What follows belongs to an exercise in optimizing a design on an open flow for small area, a short achievable clock period and few clock cycles per item; a production flow would make more cautious choices.
The RTL was checked by simulation tests, not by an equivalence proof against the original design.

Design bytedecode_top, start of the top module:
module bytedecode_top (
	input  logic					i_clk,
	input  logic					i_rstn,
	input  logic [64-1:0]	i_ibytes,
	input  logic					i_ibytes_valid,
	output logic					o_ibytes_ready,
	input  logic [3:0]				i_l,
	output logic [64-1:0]	o_coeffs,
	output logic					o_coeffs_valid,
	output logic					o_done
);
For scale: ~150 flip-flops, ~140 I/O pins, ~9600 µm² of cells after synthesis.
Settings: LEC_CHECK=0, ABC_AREA=1, CAP_MARGIN=20, CORE_MARGIN=2, CORE_UTILIZATION=40, PLACE_DENSITY=0.6, SLEW_MARGIN=20; clock period 10.5 ns.
standard.sh (not shown) runs the stock make flow with config.mk's settings and CLKGATE_MAP_FILE= SYNTH_SCRIPT=/design/flow/synth_recipe.tcl, a recipe that flattens the netlist after the stock synthesis.
==> flow/flow/run.sh <==
#!/bin/bash
# Standard ORFS layout, with the timing repair steps asked to reach a
# tighter setup margin than the clock period alone would ask for, the
# smallest buffer on the ports, and a clock tree of large clustered buffers.
set -euo pipefail
bash standard.sh SETUP_SLACK_MARGIN=7.4 \
	"BUFFER_PORTS_ARGS=-buffer_cell sky130_fd_sc_hd__buf_1" \
	"CTS_ARGS=-sink_clustering_enable -repair_clock_nets -buf_list sky130_fd_sc_hd__clkbuf_16 -sink_clustering_size 30 -sink_clustering_max_diameter 100" \
	finish > flow_make.log 2>&1
Testbench counts at the start, summed over its fixed seeds: cycles 11,779, frames 384.
Rerun with:
--- a/flow/flow/run.sh
+++ b/flow/flow/run.sh
@@ -4,5 +4,5 @@
 # smallest buffer on the ports, and a clock tree of large clustered buffers.
 set -euo pipefail
-bash standard.sh SETUP_SLACK_MARGIN=7.4 \
+bash standard.sh SETUP_SLACK_MARGIN=7.5 \
 	"BUFFER_PORTS_ARGS=-buffer_cell sky130_fd_sc_hd__buf_1" \
 	"CTS_ARGS=-sink_clustering_enable -repair_clock_nets -buf_list sky130_fd_sc_hd__clkbuf_16 -sink_clustering_size 30 -sink_clustering_max_diameter 100" \
Settings changed: CORE_UTILIZATION 40 to 55, PLACE_DENSITY 0.6 to 0.7.
=>
- cell area rose by a few percent
- sequential share of layout area came out lower by 1.6 points
- hold slack is about the same
- area after synthesis is unchanged
- wire length shrinks by a few percent
- die area shrinks by a quarter to a third
- synthesized cell count stays the same
- register-to-register slack gets better by 0.07 ns
- maximum frequency went up by a few percent

---

Starting RTL as in the previous note.
clock: 10.5 ns
lec_check: 0
abc_area: 1
cap_margin: 20
core_margin: 2
core_utilization: 40
place_density: 0.6
slew_margin: 20
==> flow/flow/run.sh <==
#!/bin/bash
# Standard ORFS layout, with the timing repair steps asked to reach a
# tighter setup margin than the clock period alone would ask for, the
# smallest buffer on the ports, and a clock tree of large clustered buffers.
set -euo pipefail
bash standard.sh SETUP_SLACK_MARGIN=7.2 \
	"BUFFER_PORTS_ARGS=-buffer_cell sky130_fd_sc_hd__buf_1" \
	"CTS_ARGS=-sink_clustering_enable -repair_clock_nets -buf_list sky130_fd_sc_hd__clkbuf_16 -sink_clustering_size 30 -sink_clustering_max_diameter 100" \
	finish > flow_make.log 2>&1
Testbench counts at the start, summed over its fixed seeds: cycles 11,779, frames 384.
Then changed:
--- a/flow/flow/run.sh
+++ b/flow/flow/run.sh
@@ -5,3 +5,3 @@
 set -euo pipefail
-bash standard.sh SETUP_SLACK_MARGIN=7.2 \
+bash standard.sh SETUP_SLACK_MARGIN=7.5 \
 	"BUFFER_PORTS_ARGS=-buffer_cell sky130_fd_sc_hd__buf_1" \
Settings changed: ABC_AREA 1 to 0.
=> Routed wire length is higher by 36%. Via count is higher by 7.2%. Synthesized cell count is lower by 24%. Setup slack is worse by 34 ps. Synthesized area is higher by 6.6%.

---

Starting RTL as in the previous note.
Settings: LEC_CHECK=0, ABC_AREA=1, CAP_MARGIN=20, CORE_MARGIN=2, CORE_UTILIZATION=40, PLACE_DENSITY=0.6, SLEW_MARGIN=20; clock period 10.5 ns.
==> flow/flow/run.sh <==
#!/bin/bash
# Standard ORFS layout with these changes:
#  - synthesis maps logic with ABC's area mapper (flow/abc_area.script, used
#    as ABC_AREA=1 script); registers are mapped as in the standard synthesis
#  - timing repair aims at a tighter setup margin than the clock period asks
#  - the smallest buffer on the ports, and a clock tree of clustered
#    clkbuf_16 buffers
set -euo pipefail
rm -rf scripts_copy
cp -r "$FLOW_HOME/scripts" scripts_copy
cp flow/abc_area.script scripts_copy/abc_area.script
bash standard.sh SCRIPTS_DIR="$PWD/scripts_copy" SETUP_SLACK_MARGIN=7.4 \
	"BUFFER_PORTS_ARGS=-buffer_cell sky130_fd_sc_hd__buf_1" \
	"CTS_ARGS=-sink_clustering_enable -repair_clock_nets -buf_list sky130_fd_sc_hd__clkbuf_16 -sink_clustering_size 30 -sink_clustering_max_diameter 100" \
	finish > flow_make.log 2>&1
==> flow/flow/abc_area.script <==
strash
dch
amap
topo
Testbench counts at the start, summed over its fixed seeds: cycles 11,779, frames 384.
Next try:
==> flow/flow/run.sh (replaced) <==
#!/bin/bash
# Standard ORFS layout, with the timing repair steps asked to reach a
# tighter setup margin than the clock period alone would ask for, the
# smallest buffer on the ports, and a clock tree of large clustered buffers.
set -euo pipefail
bash standard.sh SETUP_SLACK_MARGIN=7.5 \
	"BUFFER_PORTS_ARGS=-buffer_cell sky130_fd_sc_hd__buf_1" \
	"CTS_ARGS=-sink_clustering_enable -repair_clock_nets -buf_list sky130_fd_sc_hd__clkbuf_8 -root_buf sky130_fd_sc_hd__clkbuf_16" \
	finish > flow_make.log 2>&1
removed: flow/flow/abc_area.script
Outcome: Maximum frequency increases by 5.6%; routed wire length increases by 23%; area after synthesis increases by 22%; setup slack gets better by 0.17 ns; global-route usage increases by 0.49 points; die area increases by 21%; cell area increases by 8.8%; sequential cell count stays the same.
Next try:
==> flow/flow/run.sh (replaced) <==
#!/bin/bash
# Standard ORFS layout with these changes:
#  - synthesis maps logic with ABC's area mapper (flow/abc_area.script, used
#    as ABC_AREA=1 script); registers are mapped as in the standard synthesis
#  - timing repair aims at a tighter setup margin than the clock period asks
#  - the smallest buffer on the ports, and a clock tree of clustered
#    clkbuf_16 buffers
set -euo pipefail
rm -rf scripts_copy
cp -r "$FLOW_HOME/scripts" scripts_copy
cp flow/abc_area.script scripts_copy/abc_area.script
bash standard.sh SCRIPTS_DIR="$PWD/scripts_copy" SETUP_SLACK_MARGIN=7.4 \
	"BUFFER_PORTS_ARGS=-buffer_cell sky130_fd_sc_hd__buf_1" \
	"CTS_ARGS=-sink_clustering_enable -repair_clock_nets -buf_list sky130_fd_sc_hd__clkbuf_16 -sink_clustering_size 30 -sink_clustering_max_diameter 100" \
	finish > flow_make.log 2>&1
==> flow/flow/abc_area.script (new file) <==
strash
dch
amap
topo
stime -c
buffer -c
upsize -c
dnsize -c
The new run passed the timing, design-rule and antenna checks. Via count falls by about a fifth. Worst setup slack got worse by 0.14 ns. Cell area falls by a few percent. Final cell count falls by a quarter to a third. Clock-buffer cell count came out higher by 3. Core utilization increases by 4.3 points.
Next try:
==> flow/flow/run.sh (replaced) <==
#!/bin/bash
# Standard ORFS layout, with the timing repair steps asked to reach a
# tighter setup margin than the clock period alone would ask for, the
# smallest buffer on the ports, and a clock tree of large clustered buffers.
set -euo pipefail
bash standard.sh SETUP_SLACK_MARGIN=7.5 \
	"BUFFER_PORTS_ARGS=-buffer_cell sky130_fd_sc_hd__buf_1" \
	"CTS_ARGS=-sink_clustering_enable -repair_clock_nets -buf_list sky130_fd_sc_hd__clkbuf_16 -sink_clustering_size 30 -sink_clustering_max_diameter 100" \
	finish > flow_make.log 2>&1
removed: flow/flow/abc_area.script
Effect: Clock skew rose by 0.0097 ns. Routed wire length rose by 20%. Count of clock-buffer cells in the layout fell by 3. Final area rose by 6.6%. Setup slack improved by 0.17 ns.
Next try:
==> flow/flow/run.sh (replaced) <==
#!/bin/bash
# Standard ORFS layout, with the timing repair steps asked to reach a
# tighter setup margin than the clock period alone would ask for, the
# smallest buffer on the ports, and a clock tree of large clustered buffers.
set -euo pipefail
bash standard.sh SETUP_SLACK_MARGIN=7.4 \
	"BUFFER_PORTS_ARGS=-buffer_cell sky130_fd_sc_hd__buf_1" \
	"CTS_ARGS=-sink_clustering_enable -repair_clock_nets -buf_list sky130_fd_sc_hd__clkbuf_16 -sink_clustering_size 30 -sink_clustering_max_diameter 100 -dont_use_dummy_load" \
	finish > flow_make.log 2>&1
After rerunning:
- cell count shrinks slightly
- global-route usage shrinks by 0.56 points
- sequential share of layout area grows by 1.5 points
- routed wire length shrinks by a few percent
- sequential cell count does not change

-- static timing again, ports no longer ideal --
In the flow no input, the clock included, has a driving cell. The finished layouts below were timed again as built, in two steps.
Step 1 assumes that a clkbuf_16 drives the clock port and a buf_2 every other input.
Step 2 adds t to the input delays and takes it off the output delays; t is the mean of the earliest and latest rising clock arrival at the registers after step 1. Input paths then give back, and output paths get back, about the clock's delay inside the block.
Slacks: no drivers / after step 1 / after step 2; pairs: no drivers / after step 1.
run	shift t [ns]	setup WS [ns]	worst register clock-pin slew, ns	pins driven straight from the clock port
the first run of note 1	0.486	7.400 / 7.387 / 6.936	0.07 / 0.07	1
the second run of note 1	0.473	7.468 / 7.466 / 7.010	0.07 / 0.07	1
the first run of note 2	0.483	7.266 / 7.283 / 6.800	0.07 / 0.07	1
the second run of note 2	0.490	7.232 / 7.242 / 6.752	0.07 / 0.07	1
the first run of note 3	0.479	7.277 / 7.283 / 6.804	0.06 / 0.06	1
the second run of note 3	0.442	7.447 / 7.446 / 7.004	0.10 / 0.10	1
the third run of note 3	0.475	7.310 / 7.334 / 6.858	0.07 / 0.07	1
the fourth run of note 3	0.481	7.478 / 7.428 / 6.998	0.07 / 0.07	1
the fifth run of note 3	0.468	7.388 / 7.377 / 6.948	0.06 / 0.06	1
After both steps every run listed still meets setup and hold.
